Source: an optimization exercise on an open RTL-to-GDS flow (aim: small area). Production flows keep margins and buffers that such runs may drop. The RTL was checked by simulation tests, not by an equivalence proof against the original design. Power figures rest on the tool's default switching activity, not on a simulated workload.

Setup of the previous run:
Design i2c_slave_regfile, start of the top module:
module i2c_slave_regfile #(
  parameter logic [6:0] DEV_ADDR = 7'h39,
  parameter logic [7:0] RST_VAL  = 8'h00
) (
  input  logic       clk,
  input  logic       reset,
  input  logic       scl_in,
  input  logic       sda_in,
  output logic       sda_oen,
  output logic       wr_strobe,
  output logic [7:0] wr_addr,
  output logic [7:0] wr_data,
  input  logic [7:0] host_addr,
  output logic [7:0] host_data,
  output logic       busy
);
For scale: ~2100 flip-flops, ~39 I/O pins, ~96000 um^2 of cells after synthesis.
clock: 10.0 ns
lec_check: 0
cap_margin: 20
core_margin: 2
core_utilization: 40
cts_cluster_diameter: 100
cts_cluster_size: 25
slew_margin: 20
synth_hierarchical: 1
run.sh (not shown) runs the stock make flow with config.mk's settings and CLKGATE_MAP_FILE= SYNTH_SCRIPT=/design/flow/synth_recipe.tcl, a recipe that flattens the netlist after the stock synthesis.
The previous run reached the final stage; the timing, design-rule and antenna checks on its layout passed.
[inputs] the current run vs the previous run
- CTS_CLUSTER_SIZE changed from 25 to 20
### Flow results
- The previous run -> the current run: adder-cell share of the synthesized area delta 0, exact match
- From the previous run to the current run the numbers moved as follows: worst stage delay on the critical path saw little to no change; via count up about 0.8%; setup slack after layout rose 0.029 ns; routed metal-1 wire length fell 0.72%.
- Global-route usage: the previous run vs the current run — no meaningful difference
- In the flow results for the previous run and the current run, the met3 wirelength from detailed routing is larger on the current run.

========
The RTL this note starts from:
==> flow/design.v <==
module i2c_slave_regfile #(
  parameter logic [6:0] DEV_ADDR = 7'h39,
  parameter logic [7:0] RST_VAL  = 8'h00
) (
  input  logic       clk,
  input  logic       reset,
  input  logic       scl_in,
  input  logic       sda_in,
  output logic       sda_oen,
  output logic       wr_strobe,
  output logic [7:0] wr_addr,
  output logic [7:0] wr_data,
  input  logic [7:0] host_addr,
  output logic [7:0] host_data,
  output logic       busy
);
  localparam logic [2:0] S_IDLE = 3'd0;
  localparam logic [2:0] S_ADDR = 3'd1;
  localparam logic [2:0] S_REG  = 3'd2;
  localparam logic [2:0] S_WR   = 3'd3;
  localparam logic [2:0] S_RD   = 3'd4;
  localparam logic [2:0] S_RDA  = 3'd5;
  localparam logic [2:0] S_IGN  = 3'd6;
  logic       scl_p0, scl_p1, scl_p2;
  logic       sda_p0, sda_p1, sda_p2;
  logic [2:0] state;
  logic [2:0] bit_cnt;
  logic [6:0] shift;      
  logic [7:0] ptr;
  logic       ack_ph;     
  logic       ack_seen;   
  logic       ack_go;     
  logic       scl_rise, scl_fall, start_cond, stop_cond, active, reading, mem_we;
  logic [7:0] rx_byte;
  logic       tx_bit;
  always_ff @(posedge clk) begin
    if (reset) begin
      scl_p0 <= 1'b1; scl_p1 <= 1'b1; scl_p2 <= 1'b1;
      sda_p0 <= 1'b1; sda_p1 <= 1'b1; sda_p2 <= 1'b1;
    end else begin
      scl_p0 <= scl_in; scl_p1 <= scl_p0; scl_p2 <= scl_p1;
      sda_p0 <= sda_in; sda_p1 <= sda_p0; sda_p2 <= sda_p1;
    end
  end
  assign scl_rise   = scl_p1 & ~scl_p2;
  assign scl_fall   = ~scl_p1 & scl_p2;
  assign start_cond = scl_p1 & scl_p2 & ~sda_p1 & sda_p2;
  assign stop_cond  = scl_p1 & scl_p2 & sda_p1 & ~sda_p2;
  assign busy       = (state != S_IDLE);
  assign active     = busy && (state != S_IGN);
  assign reading    = (state == S_RD) || (state == S_RDA);
  assign ack_go     = ack_ph && (state != S_RD);
  assign rx_byte    = {shift, sda_p1};
  assign mem_we     = scl_rise && !ack_ph && (bit_cnt == 3'd7) && (state == S_WR);
  always_ff @(posedge clk) begin
    if (reset)         shift <= 7'h00;
    else if (scl_rise) shift <= rx_byte[6:0];
  end
  always_ff @(posedge clk) begin
    if (reset) begin
      state     <= S_IDLE;
      bit_cnt   <= 3'd0;
      ptr       <= 8'h00;
      ack_ph    <= 1'b0;
      ack_seen  <= 1'b0;
      sda_oen   <= 1'b1;
      wr_strobe <= 1'b0;
      wr_addr   <= 8'h00;
      wr_data   <= 8'h00;
    end else begin
      wr_strobe <= 1'b0;
      if (start_cond) begin
        state    <= S_ADDR;
        bit_cnt  <= 3'd0;
        ack_ph   <= 1'b0;
        ack_seen <= 1'b0;
        sda_oen  <= 1'b1;
      end else if (stop_cond) begin
        state    <= S_IDLE;
        bit_cnt  <= 3'd0;
        ack_ph   <= 1'b0;
        ack_seen <= 1'b0;
        sda_oen  <= 1'b1;
      end else if (active && scl_rise) begin
        if (!ack_ph) begin
          bit_cnt <= bit_cnt + 3'd1;
          if (bit_cnt == 3'd7) begin
            ack_ph <= 1'b1;
            case (state)
              S_ADDR: begin
                if (rx_byte[7:1] == DEV_ADDR) begin
                  state  <= rx_byte[0] ? S_RDA : S_REG;
                end else begin
                  ack_ph <= 1'b0;
                  state  <= S_IGN;
                end
              end
              S_REG: begin
                ptr    <= rx_byte;
                state  <= S_WR;
              end
              S_WR: begin
                wr_strobe <= 1'b1;
                wr_addr   <= ptr;
                wr_data   <= rx_byte;
                ptr       <= ptr + 8'd1;
              end
              default: begin
                ptr    <= ptr + 8'd1;
              end
            endcase
          end
        end else begin
          ack_seen <= 1'b1;
          if ((state == S_RD) && sda_p1) begin
            state    <= S_IGN;
            ack_ph   <= 1'b0;
            ack_seen <= 1'b0;
          end
        end
      end else if (active && scl_fall) begin
        if (ack_ph && !ack_seen) begin
          sda_oen <= ~ack_go;
        end else if (ack_ph) begin
          ack_ph   <= 1'b0;
          ack_seen <= 1'b0;
          if (state == S_RDA) state <= S_RD;
          sda_oen  <= reading ? tx_bit : 1'b1;
        end else if (state == S_RD) begin
          sda_oen <= tx_bit;
        end
      end
    end
  end
  logic [7:0]   mem [256];
  logic [15:0]  p_lo_n, p_hi_n, w_lo_n, w_hi_n;
  logic [255:0] row_en;
  logic [7:0]   wdata;
  always_comb begin
    for (int i = 0; i < 16; i++) begin
      p_lo_n[i] = (ptr[3:0] != 4'(i));
      p_hi_n[i] = (ptr[7:4] != 4'(i));
      w_lo_n[i] = !(reset || !p_lo_n[i]);
      w_hi_n[i] = !(reset || (mem_we && !p_hi_n[i]));
    end
  end
  for (genvar i = 0; i < 256; i++) begin : g_dec
    i2c_rf_nor2 u_w (.a(w_hi_n[i/16]), .b(w_lo_n[i%16]), .y(row_en[i]));
  end
  logic [7:0]  hg_lo_n, hg_hi_n, pg_lo_n, pg_hi_n;
  logic [63:0] h_sel, p_sel;
  always_comb begin
    for (int i = 0; i < 8; i++) begin
      hg_lo_n[i] = (host_addr[4:2] != 3'(i));
      hg_hi_n[i] = (host_addr[7:5] != 3'(i));
      pg_lo_n[i] = (ptr[4:2] != 3'(i));
      pg_hi_n[i] = (ptr[7:5] != 3'(i));
    end
  end
  for (genvar g = 0; g < 64; g++) begin : g_gdec
    i2c_rf_nor2 u_h (.a(hg_hi_n[g/8]), .b(hg_lo_n[g%8]), .y(h_sel[g]));
    i2c_rf_nor2 u_p (.a(pg_hi_n[g/8]), .b(pg_lo_n[g%8]), .y(p_sel[g]));
  end
  assign wdata = reset ? RST_VAL : rx_byte;
  for (genvar i = 0; i < 256; i++) begin : g_row
    always_ff @(posedge clk) begin
      if (row_en[i]) mem[i] <= wdata;
    end
  end
  logic [7:0] h_rd, p_rd;
  for (genvar b = 0; b < 8; b++) begin : g_bit
    logic [255:0] col;
    for (genvar i = 0; i < 256; i++) begin : g_c
      assign col[i] = mem[i][b];
    end
    i2c_rf_rd256 u_h (.d(col), .a(host_addr[1:0]), .s(h_sel), .y(h_rd[b]));
    i2c_rf_rd256 u_p (.d(col), .a(ptr[1:0]), .s(p_sel), .y(p_rd[b]));
  end
  assign tx_bit = p_rd[~bit_cnt];
  always_ff @(posedge clk) begin
    if (reset) host_data <= RST_VAL;
    else       host_data <= h_rd;
  end
endmodule
module i2c_rf_rd256 (
  input  logic [255:0] d,
  input  logic [1:0]   a,
  input  logic [63:0]  s,
  output logic         y
);
  logic [63:0] g;
  logic [21:0] t_n;
  for (genvar k = 0; k < 64; k++) begin : g_m
    i2c_rf_mux4 u (.d(d[4*k +: 4]), .s(a), .y(g[k]));
  end
  for (genvar k = 0; k < 21; k++) begin : g_t
    i2c_rf_aoi222 u (.a1(g[3*k]), .a2(s[3*k]), .b1(g[3*k+1]), .b2(s[3*k+1]),
                     .c1(g[3*k+2]), .c2(s[3*k+2]), .y(t_n[k]));
  end
  assign t_n[21] = ~(g[63] & s[63]);
  assign y = ~&t_n;
endmodule
module i2c_rf_aoi222 (
  input  logic a1, a2, b1, b2, c1, c2,
  output logic y
);
  assign y = ~((a1 & a2) | (b1 & b2) | (c1 & c2));
endmodule
module i2c_rf_mux4 (
  input  logic [3:0] d,
  input  logic [1:0] s,
  output logic       y
);
  assign y = d[s];
endmodule
module i2c_rf_nor2 (
  input  logic a, b,
  output logic y
);
  assign y = ~(a | b);
endmodule
Settings: LEC_CHECK=0, CAP_MARGIN=20, CORE_MARGIN=2, CORE_UTILIZATION=40, CTS_CLUSTER_DIAMETER=100, CTS_CLUSTER_SIZE=20, SLEW_MARGIN=20, SYNTH_HIERARCHICAL=1; clock period 10.0 ns.
Then changed:
--- a/flow/config.mk
+++ b/flow/config.mk
@@ -11,3 +11,3 @@
 export CTS_CLUSTER_DIAMETER = 100
-export CTS_CLUSTER_SIZE = 20
+export CTS_CLUSTER_SIZE = 25
 export SLEW_MARGIN = 20
=> First-iteration DRC count went up by 2.4%; hold slack gains 0.0031 ns; combinational power is about the same; core utilization decreases by 0.21 points; sequential power is about the same.

[port drivers added, routing unchanged]
No port has a modelled driver above. Below, the same layouts with a new extraction and two added sets of constraints.
Step 1 sets driving cells, clkbuf_16 on the clock port and buf_2 on the other inputs (assumed; they add their load-dependent delay and slew).
Step 2 times the ports against the registers' clock, not the clock port: input delays grow and output delays shrink by t, the midpoint of the rising clock arrivals with the driver on.
Slacks: ideal / step 1 / step 2; pairs: ideal / step 1.
| run | shift t [ns] | slack for setup (ns) | hold slack, ns | worst slew at a driven data input, ns | pins driven straight from the clock port |
|---|---|---|---|---|---|
| the previous run | 0.856 | 4.459 / 4.459 / 3.781 | 0.439 / 0.439 / 0.439 | 0.09 | 1 |
| the current run | 0.877 | 4.488 / 4.488 / 3.793 | 0.436 / 0.436 / 0.436 | 0.10 | 1 |
| the first run of note 2 | 0.885 | 3.629 / 3.692 / 2.807 | 0.430 / 0.430 / 0.430 | 0.12 | 1 |
| the second run of note 2 | 0.889 | 3.628 / 3.692 / 2.803 | 0.433 / 0.433 / 0.433 | 0.12 | 1 |
After both steps every run listed still meets setup and hold. The setup slack of the second run of note 2, which loses most, moves by +0.064 ns with the drivers and by -0.825 ns with both steps.
